From an optimization exercise on the open Yosys and OpenROAD flow, aimed at small area, a short achievable clock period and few clock cycles per item; shortcuts taken in it are not production practice. In this exercise RTL edits were held to simulation tests only and were not proved equivalent to the original. No activity file was given, so power comes from the tool's default toggle rates.

==> flow/design.v <==
`timescale 1ns / 1ps
package skf_pkg;
    localparam int FRAC_BITS = 16;
    localparam int GAIN_BITS = 16;
    localparam int VAL_W     = 32;                  
    localparam int NOISE_W   = 31;                  
    localparam int DEN_W     = VAL_W + 2;           
    localparam int QUO_W     = GAIN_BITS + 1;       
    localparam int CNT_W     = $clog2(QUO_W + 1);
    localparam logic [VAL_W-1:0]     VAR_ONE  = VAL_W'(1) << FRAC_BITS;
    localparam logic [GAIN_BITS:0]   GAIN_ONE = (GAIN_BITS+1)'(1) << GAIN_BITS;
    localparam logic [GAIN_BITS-1:0] GAIN_MAX = '1;
    localparam logic [1:0] CFG_INIT_EST   = 2'd0;
    localparam logic [1:0] CFG_PROC_NOISE = 2'd1;
    localparam logic [1:0] CFG_MEAS_NOISE = 2'd2;
endpackage
`timescale 1ns / 1ps
module skf_add #(parameter int W = 48)
(
    input  logic [W-1:0] a,
    input  logic [W-1:0] b,
    input  logic         cin,
    output logic [W-1:0] s
);
    localparam int L = $clog2(W + 1);
    logic [W:0] g [0:2*L];
    logic [W:0] p [0:2*L];
    always_comb begin
        g[0][0] = cin;
        p[0][0] = 1'b0;
        for (int i = 0; i < W; i++) begin
            g[0][i+1] = a[i] & b[i];
            p[0][i+1] = a[i] ^ b[i];
        end
        for (int l = 0; l < L; l++) begin
            g[l+1] = g[l];
            p[l+1] = p[l];
            for (int i = 0; i <= W; i++) begin
                if ((i % (2 << l)) == ((2 << l) - 1) && i >= (1 << l)) begin
                    g[l+1][i] = g[l][i] | (p[l][i] & g[l][i - (1 << l)]);
                    p[l+1][i] = p[l][i] & p[l][i - (1 << l)];
                end
            end
        end
        for (int l = L - 2; l >= 0; l--) begin
            g[2*L-1-l] = g[2*L-2-l];
            p[2*L-1-l] = p[2*L-2-l];
            for (int i = 0; i <= W; i++) begin
                if ((i % (2 << l)) == ((1 << l) - 1) && i >= (2 << l)) begin
                    g[2*L-1-l][i] = g[2*L-2-l][i] | (p[2*L-2-l][i] & g[2*L-2-l][i - (1 << l)]);
                    p[2*L-1-l][i] = p[2*L-2-l][i] & p[2*L-2-l][i - (1 << l)];
                end
            end
        end
        for (int i = 0; i < W; i++)
            s[i] = p[0][i+1] ^ g[2*L-1][i];
    end
endmodule
`timescale 1ns / 1ps
import skf_pkg::*;
module scalar_kalman_filter_core
(
    input  logic               aclk,
    input  logic               aresetn,
    input  logic               cfg_we,
    input  logic [1:0]         cfg_index,
    input  logic [VAL_W-1:0]   cfg_data,
    input  logic               s_valid,
    output logic               s_ready,
    input  logic signed [VAL_W-1:0] s_measurement,
    output logic               m_valid,
    input  logic               m_ready,
    output logic signed [VAL_W-1:0] m_estimate
);
    localparam int RW = VAL_W + 3;             
    localparam int DW = VAL_W + 1;             
    localparam int ZW = VAL_W + 1;             
    localparam int AW = VAL_W + GAIN_BITS + 1;
    localparam int HI = GAIN_BITS + 1;         
    localparam int AW1 = AW - 1;
    logic                     idle_reg, setup_reg, run_reg;
    logic [3:0]               cnt_reg;
    logic                     q_reg;           
    logic                     zero_reg;        
    logic                     m_valid_reg;
    logic [NOISE_W-1:0]       pn_reg, mn_reg;
    logic [VAL_W-1:0]         p_reg;
    logic                     psat_reg;        
    logic [DW-1:0]            den_reg;
    logic signed [RW-1:0]     rem_reg;
    logic signed [ZW-1:0]     z_reg;           
    logic [AW-1:0]            accv_reg;
    logic signed [AW-1:0]     acce_reg;
    wire                      accept   = s_valid && idle_reg;
    wire                      setup_go = setup_reg && !m_valid_reg;
    wire                      last     = (cnt_reg == 4'd15);
    wire [VAL_W-1:0]          p_eff    = p_reg | {VAL_W{psat_reg}};
    wire signed [VAL_W-1:0]   est      = acce_reg[AW-1:HI];
    wire                      zero_now = (p_eff == '0) && (mn_reg == '0);
    assign s_ready = idle_reg;
    logic signed [RW-1:0] div_a, div_b, div_sum;
    logic                 div_sub;
    always_comb begin
        if (idle_reg) begin
            div_a   = RW'(accv_reg[AW-1:HI]);
            div_b   = RW'(pn_reg);
            div_sub = 1'b0;
        end else if (setup_reg) begin
            div_a   = RW'(p_eff);
            div_b   = RW'(mn_reg);
            div_sub = 1'b1;
        end else begin
            div_a   = rem_reg <<< 1;
            div_b   = RW'(den_reg);
            div_sub = !rem_reg[RW-1];
        end
    end
    skf_add #(RW) u_div_add (
        .a   (div_a),
        .b   (div_sub ? ~div_b : div_b),
        .cin (div_sub),
        .s   (div_sum)
    );
    logic [AW-1:0] av_a, av_b, av_sum;
    always_comb begin
        if (setup_reg) begin
            av_a = AW'(p_eff);
            av_b = AW'(mn_reg);
        end else begin
            av_a = accv_reg << 1;
            av_b = q_reg ? ~(AW'(p_reg) << 1) : '0;
        end
    end
    skf_add #(AW) u_var_add (
        .a   (av_a),
        .b   (av_b),
        .cin (!setup_reg && q_reg),
        .s   (av_sum)
    );
    logic signed [AW-1:0] ae_a, ae_b, ae_sum;
    always_comb begin
        if (setup_reg) begin
            ae_a = AW'(z_reg);
            ae_b = ~(AW'(est));
        end else begin
            ae_a = acce_reg <<< 1;
            ae_b = q_reg ? (AW'(z_reg) <<< 1) : '0;
        end
    end
    skf_add #(AW) u_est_add (
        .a   (ae_a),
        .b   (ae_b),
        .cin (setup_reg),
        .s   (ae_sum)
    );
    always_ff @(posedge aclk) begin
        if (!aresetn) begin
            idle_reg    <= 1'b1;
            setup_reg   <= 1'b0;
            run_reg     <= 1'b0;
            m_valid_reg <= 1'b0;
            pn_reg      <= NOISE_W'(655);
            mn_reg      <= NOISE_W'(65536);
            accv_reg[AW-1:HI] <= VAR_ONE;
            acce_reg[AW-1:HI] <= '0;
        end else begin
            if (m_valid_reg && m_ready)
                m_valid_reg <= 1'b0;
            if (cfg_we) begin
                case (cfg_index)
                    CFG_INIT_EST: begin
                        acce_reg[AW-1:HI] <= $signed(cfg_data);
                        accv_reg[AW-1:HI] <= VAR_ONE;
                    end
                    CFG_PROC_NOISE: pn_reg <= cfg_data[NOISE_W-1:0];
                    CFG_MEAS_NOISE: mn_reg <= cfg_data[NOISE_W-1:0];
                    default: ;
                endcase
            end
            if (accept) begin
                idle_reg  <= 1'b0;
                setup_reg <= 1'b1;
            end
            if (setup_go) begin
                setup_reg <= 1'b0;
                run_reg   <= 1'b1;
                accv_reg  <= {AW1'(p_eff), 1'b1};
                acce_reg  <= {AW1'(est), 1'b1};
            end
            if (run_reg) begin
                accv_reg <= av_sum;
                acce_reg <= ae_sum;
                if (last) begin
                    run_reg     <= 1'b0;
                    idle_reg    <= 1'b1;
                    m_valid_reg <= 1'b1;
                end
            end
        end
        if (idle_reg) begin
            p_reg    <= div_sum[VAL_W-1:0];
            psat_reg <= div_sum[VAL_W];
        end
        if (accept)
            z_reg <= ZW'(s_measurement);
        if (setup_go) begin
            p_reg    <= p_eff;
            psat_reg <= 1'b0;
            den_reg  <= av_sum[DW-1:0];
            z_reg    <= ae_sum[ZW-1:0];
            zero_reg <= zero_now;
        end
        rem_reg <= div_sum;
        q_reg   <= !div_sum[RW-1] && !(setup_reg ? zero_now : zero_reg);
        cnt_reg <= setup_reg ? 4'd0 : cnt_reg + 4'd1;
    end
    assign m_valid    = m_valid_reg;
    assign m_estimate = est;
endmodule
export LEC_CHECK = 0
export ABC_AREA = 1
export CAP_MARGIN = 20
export CORE_MARGIN = 2
export CORE_UTILIZATION = 40
export CTS_CLUSTER_DIAMETER = 80
export CTS_CLUSTER_SIZE = 20
export SLEW_MARGIN = 20
create_clock -name core_clock -period 11.0 [get_ports {aclk}]
standard.sh (not shown) runs the stock make flow with config.mk's settings and CLKGATE_MAP_FILE= SYNTH_SCRIPT=/design/flow/synth_recipe.tcl, a recipe that flattens the netlist after the stock synthesis.
==> flow/flow/run.sh <==
#!/bin/bash
set -euo pipefail
bash standard.sh \
    SETUP_SLACK_MARGIN=6.75 \
    "BUFFER_PORTS_ARGS=-buffer_cell sky130_fd_sc_hd__buf_1" \
    finish > standard_flow.log 2>&1
Testbench counts at the start, summed over its fixed seeds: cycles 36,958, items 2,048.
Change:
--- a/flow/design.v
+++ b/flow/design.v
@@ -181,10 +181,11 @@
                 idle_reg  <= 1'b0;
                 setup_reg <= 1'b1;
             end
+            if (setup_reg)
+                accv_reg <= {AW1'(p_eff), 1'b1};
             if (setup_go) begin
                 setup_reg <= 1'b0;
                 run_reg   <= 1'b1;
-                accv_reg  <= {AW1'(p_eff), 1'b1};
                 acce_reg  <= {AW1'(est), 1'b1};
             end
             if (run_reg) begin
@@ -203,13 +204,14 @@
         end
         if (accept)
             z_reg <= ZW'(s_measurement);
-        if (setup_go) begin
+        if (setup_reg) begin
             p_reg    <= p_eff;
             psat_reg <= 1'b0;
             den_reg  <= av_sum[DW-1:0];
-            z_reg    <= ae_sum[ZW-1:0];
             zero_reg <= zero_now;
         end
+        if (setup_go)
+            z_reg <= ae_sum[ZW-1:0];
         rem_reg <= div_sum;
         q_reg   <= !div_sum[RW-1] && !(setup_reg ? zero_now : zero_reg);
         cnt_reg <= setup_reg ? 4'd0 : cnt_reg + 4'd1;
Effect:
- The new run finished with timing, DRC and antenna clean
- non-clock buffer count falls by 1
- die area falls by about 1.7%
- global-route usage fell by 0.68 points
- cell count shrinks by about 3%
- clock power climbs by about 0.4%
- worst setup slack improves by 100 ps
Testbench counts after the change, summed over its fixed seeds: cycles 36,958, items 2,048.

==> separate check: timing with driven ports <==
The flow's constraints put no driver on any port. The routed layouts listed below were extracted and timed again, unchanged, in two steps. Step 1 sets driving cells, clkbuf_16 on the clock port and buf_2 on the other inputs (assumed; they add their load-dependent delay and slew). Step 2 moves the port delays by t, midway between the first and last clock arrival at a register: inputs arrive t later, outputs are due t later. That takes back most of the time a late clock gives input paths. Slacks: ideal ports / drivers / drivers and shift; pairs: ideal ports / drivers.
run	t, ns	setup WS [ns]	worst hold slack (ns)	worst setup path after step 2
the first run	0.627	6.861 / 6.861 / 6.306	0.440 / 0.440 / 0.440	input to register
the second run	0.626	6.961 / 6.961 / 6.497	0.447 / 0.447 / 0.447	input to register
After both steps setup and hold are still met in every run listed. For the first run, which loses most, drivers alone change the setup slack by 0.000 ns; drivers and shift together by -0.555 ns.
